Background: an optimization exercise with open tools, aiming at small area, a short achievable clock period and few clock cycles per item. Do not read the settings as production practice. Only simulation tests tie the RTL to the original design; equivalence was not proved.

## mdc_top
module mdc_top (
    input  logic                        clk,
    input  logic                        rst_n,
    input  logic                        in_valid,
    input  logic [15-1:0]      in_data,
    input  logic [9-1:0] in_mode,
    output logic                        out_valid,
    output logic [207-1:0]       out_data
);
For scale: roughly 0.046 mm2 of cells after synthesis.
Settings: LEC_CHECK=0, CAP_MARGIN=20, CORE_MARGIN=2, CORE_UTILIZATION=40, SLEW_MARGIN=20, SYNTH_HIERARCHICAL=1, SYNTH_MINIMUM_KEEP_SIZE=0; clock period 20.0 ns.
standard.sh (not shown) runs the stock make flow with config.mk's settings and CLKGATE_MAP_FILE= SYNTH_SCRIPT=/design/flow/synth_recipe.tcl, a recipe that flattens the netlist after the stock synthesis.
==> flow/flow/run.sh <==
#!/bin/bash
# Standard synthesis and layout, with the resizer's setup repair aimed at
# a tighter slack than the clock period alone asks for. Each tool's full
# output goes to a log file in this folder (ORFS keeps its per-step logs
# under orfs/logs as well).
set -euo pipefail
MARGIN=$(cat flow/margin.txt)
bash standard.sh SETUP_SLACK_MARGIN="$MARGIN" finish > flow_make.log 2>&1
==> flow/flow/margin.txt <==
13
Testbench counts at the start, summed over its fixed seeds: cycles 42,002, matrices 2,400.
Next try:
==> flow/flow/margin.txt (replaced) <==
14
After rerunning: Via count is higher by about 8%. Register-to-register slack improves by 0.46 ns. Wire length climbs by about 12%. Final area went up by 13%. Critical path depth went up by 18.

== oak ==
mdc_top, a different RTL version from the one above (not shown whole).
For scale: about 4,000 cells after synthesis, roughly 240 I/O pins, roughly 46,000 µm² of cells after synthesis.
Settings: LEC_CHECK=0, CAP_MARGIN=20, CORE_MARGIN=2, CORE_UTILIZATION=40, SLEW_MARGIN=20, SYNTH_HIERARCHICAL=1, SYNTH_MINIMUM_KEEP_SIZE=0; clock period 20.0 ns.
==> flow/flow/margin.txt <==
13
Scripts as last shown in full above: flow/flow/run.sh
oak: no failed stages, no open violations at the end
Testbench counts of oak, summed over its fixed seeds: cycles 42,002, matrices 2,400.
Modified inputs, pine compared to oak
# oak
export LEC_CHECK = 0
export CAP_MARGIN = 20
export CORE_MARGIN = 2
export CORE_UTILIZATION = 40
export SLEW_MARGIN = 20
export SYNTH_HIERARCHICAL = 1
export SYNTH_MINIMUM_KEEP_SIZE = 0
create_clock -name core_clock -period 20.0 [get_ports {clk}]
# pine
export LEC_CHECK = 0
export CAP_MARGIN = 20
export CORE_MARGIN = 2
export CORE_UTILIZATION = 65
export GPL_TIMING_DRIVEN = 1
export SLEW_MARGIN = 20
export SYNTH_HIERARCHICAL = 1
export SYNTH_MINIMUM_KEEP_SIZE = 0
create_clock -name core_clock -period 20.0 [get_ports {clk}]
==> flow/flow/margin.txt <==
13.5
## What came out
Changes observed in pine relative to oak: met1 layer wirelength in the final routing has decreased; data required time at the worst endpoint grew by 4380 ps; worst hold margin now sits lower.
Changes in birch relative to pine:
# pine
export LEC_CHECK = 0
export CAP_MARGIN = 20
export CORE_MARGIN = 2
export CORE_UTILIZATION = 65
export GPL_TIMING_DRIVEN = 1
export SLEW_MARGIN = 20
export SYNTH_HIERARCHICAL = 1
export SYNTH_MINIMUM_KEEP_SIZE = 0
create_clock -name core_clock -period 20.0 [get_ports {clk}]
# birch
export LEC_CHECK = 0
export CAP_MARGIN = 20
export CORE_MARGIN = 2
export CORE_UTILIZATION = 40
export SLEW_MARGIN = 20
export SYNTH_HIERARCHICAL = 1
export SYNTH_MINIMUM_KEEP_SIZE = 0
create_clock -name core_clock -period 20.0 [get_ports {clk}]
==> flow/flow/run.sh <==
#!/bin/bash
# Standard synthesis and layout, with two changes to how the layout is
# made: the ports get plain buffers (buf_2) instead of the delay-cell
# buffers buffer_ports picks by default, and the resizer's setup repair
# aims at a tighter slack than the clock period alone asks for. Each
# tool's full output goes to a log file in this folder (ORFS keeps its
# per-step logs under orfs/logs as well).
set -euo pipefail
MARGIN=$(cat flow/margin.txt)
bash standard.sh SETUP_SLACK_MARGIN="$MARGIN" \
    BUFFER_PORTS_ARGS="-buffer_cell sky130_fd_sc_hd__buf_2" finish > flow_make.log 2>&1
==> flow/flow/margin.txt <==
13
Findings:
Sequential share of layout area up 1.4 points in birch wrt pine. Of birch and pine, the lower number of multi-input logic gates belongs to birch. Going from pine to birch, initial core utilization decreased by 25 points relative to the old numbers, number of signal-net buffers in the layout decreased by about 20% relative to the old numbers, post-place setup slack increased by 110 ps relative to the old numbers, post-synthesis to final-layout area growth decreased by 6.1 points relative to the old numbers. Measured against each other, birch and pine differ in final area, the higher figure coming from pine.
Changes in maple relative to birch:
==> flow/flow/run.sh <==
#!/bin/bash
# Standard synthesis and layout, with two changes to how the layout is
# made: the ports get plain buffers (buf_2) instead of the delay-cell
# buffers buffer_ports picks by default, and after floorplanning the
# resizer's setup repair aims at a tighter slack than the clock period
# alone asks for. Each tool's full output goes to a log file in this
# folder (ORFS keeps its per-step logs under orfs/logs as well).
set -euo pipefail
MARGIN=$(cat flow/margin.txt)
bash standard.sh synth floorplan > flow_make_floorplan.log 2>&1
bash standard.sh SETUP_SLACK_MARGIN="$MARGIN" \
    BUFFER_PORTS_ARGS="-buffer_cell sky130_fd_sc_hd__buf_2" finish > flow_make.log 2>&1
==> flow/flow/margin.txt <==
14
No run among maple and birch stopped early or left any final violation; all are clean.
Critical path depth: maple higher than birch
Run comparison: birch destination of the critical timing path res_q[180]; maple destination of the critical timing path res_q[192]
Re synthesized instance count: no difference whatsoever between birch and maple.
From birch to maple the numbers moved as follows: setup fix buffers added after clock tree synthesis +174, design area +5400 µm², cell total after placement ~0 delta.

## run 1
Another version of the RTL of mdc_top (not shown whole).
Size in the first run: roughly 3900 cells after synthesis, roughly 240 I/O pins.
clock: 20.0 ns
lec_check: 0
cap_margin: 20
core_margin: 2
core_utilization: 40
slew_margin: 20
synth_hierarchical: 1
synth_minimum_keep_size: 0
==> flow/flow/run.sh <==
#!/bin/bash
# Standard synthesis and layout, with two changes to how the layout is
# made: the ports get plain buffers (buf_2) instead of the delay-cell
# buffers buffer_ports picks by default, and the resizer's setup repair
# aims at a tighter slack than the clock period alone asks for. Each
# tool's full output goes to a log file in this folder (ORFS keeps its
# per-step logs under orfs/logs as well).
set -euo pipefail
MARGIN=$(cat flow/margin.txt)
bash standard.sh SETUP_SLACK_MARGIN="$MARGIN" \
    BUFFER_PORTS_ARGS="-buffer_cell sky130_fd_sc_hd__buf_2" finish > flow_make.log 2>&1
==> flow/flow/margin.txt <==
13.75
Run 1 completed; timing, DRC and antenna clean
Testbench counts of run 1, summed over its fixed seeds: cycles 42,002, matrices 2,400.
Inputs modified between run 1 and run 2:
- changing CORE_UTILIZATION from 40 to 50
==> flow/flow/margin.txt <==
14
==> comparison <==
Taking run 1 as the reference, in run 2 global-route wire length before repair went up by about 1.7%; worst hold slack went up by 0.0057 ns; total clock buffers created by CTS went down by 3.6%; number of cells on the critical path went down by 8. Run 2 ended up with sky130_fd_sc_hd__xnor3_2 as its slowest cell on the critical path; run 1 ended up with sky130_fd_sc_hd__fa_1. Going from run 1 to run 2, area of the multi-input gates rose by about 0.9%; number of signal-net buffers in the layout now sits higher.
Changes in run 3 relative to run 2:
- CORE_UTILIZATION now 40, was 50
==> flow/flow/margin.txt <==
14.25
Findings:
[compare] base=run 2 new=run 3: share of layout cells above drive strength 1 picked up an extra 3.4 points, buffering stage count on the worst path with inverters included now sits higher, instance count on the critical path saw a decrease, number of placed cells counting well taps increased about 5%, initial DRC count lost 65.
Run 3 vs. run 2: routed wire length +about 1.4%; post-route clock period utilization -1.0 points; non-clock buffer count picked up an extra 25%; sum of routed wire segments on met1 rose about 2.4%.
Cmp run 3 and run 2 / highest net fanout along the worst path / lower: run 2
Relative to run 2, the final weighted congestion in routability-driven placement measured on run 3 has decreased by a few percent.

mdc_top again, from the RTL that the note above started with.
Design mdc_top, start of the top module:
module mdc_top (
    input  logic                        clk,
    input  logic                        rst_n,
    input  logic                        in_valid,
    input  logic [15-1:0]      in_data,
    input  logic [9-1:0] in_mode,
    output logic                        out_valid,
    output logic [207-1:0]       out_data
);
export LEC_CHECK = 0
export CAP_MARGIN = 20
export CORE_MARGIN = 2
export CORE_UTILIZATION = 40
export SLEW_MARGIN = 20
export SYNTH_HIERARCHICAL = 1
export SYNTH_MINIMUM_KEEP_SIZE = 0
create_clock -name core_clock -period 20.0 [get_ports {clk}]
==> flow/flow/margin.txt <==
14.1
Scripts as last shown in full above: flow/flow/run.sh
Testbench counts at the start, summed over its fixed seeds: cycles 42,002, matrices 2,400.
Change:
==> flow/flow/margin.txt (replaced) <==
14
Effect: Global-route usage goes up by 0.34 points. Via count is about the same. Die area does not change. Maximum frequency fell by 0.63%. Wire length goes up by 0.75%. Cell area fell by 0.56%. Synthesized cell count does not change.

Another version of the RTL of mdc_top (not shown whole).
Size: ~45,000 sq um of cells after synthesis.
Design mdc_top, start of the top module:
module mdc_top (
    input  logic                        clk,
    input  logic                        rst_n,
    input  logic                        in_valid,
    input  logic [15-1:0]      in_data,
    input  logic [9-1:0] in_mode,
    output logic                        out_valid,
    output logic [207-1:0]       out_data
);
export LEC_CHECK = 0
export CAP_MARGIN = 20
export CORE_MARGIN = 2
export CORE_UTILIZATION = 55
export GPL_TIMING_DRIVEN = 1
export SLEW_MARGIN = 20
export SYNTH_HIERARCHICAL = 1
export SYNTH_MINIMUM_KEEP_SIZE = 0
create_clock -name core_clock -period 20.0 [get_ports {clk}]
==> flow/flow/margin.txt <==
14
Scripts as last shown in full above: flow/flow/run.sh
The first run produced a clean layout.
Testbench counts at the start, summed over its fixed seeds: cycles 42,002, matrices 2,400.
Then changed:
--- a/flow/config.mk
+++ b/flow/config.mk
@@ -9,4 +9,3 @@
 export CORE_MARGIN = 2
-export CORE_UTILIZATION = 55
-export GPL_TIMING_DRIVEN = 1
+export CORE_UTILIZATION = 40
 export SLEW_MARGIN = 20
- critical path depth drops by 4
- routed wire length drops by 1.0%
- final cell count climbs by 8.7%
- non-clock buffer count climbs by 9
- design area climbs by 1.7%
- register-to-register slack degrades by 60 ps
- worst setup slack improves by 8.1 ps
- die area climbs by 37%
Then changed:
==> flow/flow/margin.txt (replaced) <==
14.5
After rerunning:
- The new run went through all stages and came out clean
- area after synthesis is unchanged
- critical path depth stays the same
- flip-flop and latch count does not change
- first-iteration DRC count came out higher by about 0.8%
- routed wire length goes up by about 5%
- register-to-register slack improved by 330 ps
- worst hold slack is about the same
- cell area went up by 9.7%

afterwards: timing with drivers on the ports:
In the flow no input, the clock included, has a driving cell. The finished layouts below were timed again as built, in two steps. Step 1, drivers: a clkbuf_16 drives clk and a buf_2 each remaining input, both assumed. Step 2 also shifts input and output timing later by t, the mid clock arrival at the registers, as if the neighbouring blocks saw the same clock. Three values: no drivers, after step 1, after step 2; two values: the first two.
| run | t, ns | slack for setup (ns) | worst register clock-pin slew, ns |
|---|---|---|---|
| the first run of note 1 | 0.691 | 13.165 / 13.091 / 13.239 | 0.07 / 0.07 |
| the second run of note 1 | 0.696 | 13.696 / 13.696 / 13.428 | 0.07 / 0.07 |
| oak | 0.720 | 13.218 / 13.145 / 13.223 | 0.07 / 0.07 |
| pine | 0.693 | 13.502 / 13.470 / 13.502 | 0.07 / 0.07 |
| birch | 0.718 | 13.119 / 13.119 / 13.119 | 0.07 / 0.07 |
| maple | 0.722 | 13.541 / 13.541 / 13.541 | 0.07 / 0.07 |
| run 1 | 0.715 | 13.903 / 13.903 / 13.311 | 0.07 / 0.07 |
| run 2 | 0.689 | 14.041 / 14.023 / 13.396 | 0.07 / 0.07 |
| run 3 | 0.720 | 14.242 / 14.169 / 13.597 | 0.08 / 0.08 |
| the first run of note 4 | 0.703 | 14.174 / 14.129 / 13.514 | 0.07 / 0.07 |
| the second run of note 4 | 0.714 | 14.138 / 14.082 / 13.489 | 0.07 / 0.07 |
| the first run of note 5 | 0.708 | 14.077 / 14.018 / 13.416 | 0.06 / 0.06 |
| the second run of note 5 | 0.718 | 14.085 / 14.019 / 13.549 | 0.07 / 0.07 |
| the third run of note 5 | 0.728 | 14.311 / 14.244 / 13.716 | 0.08 / 0.08 |
After both steps every run listed still meets setup and hold. For the first run of note 5, which loses most, drivers alone change the setup slack by -0.059 ns; drivers and shift together by -0.661 ns.
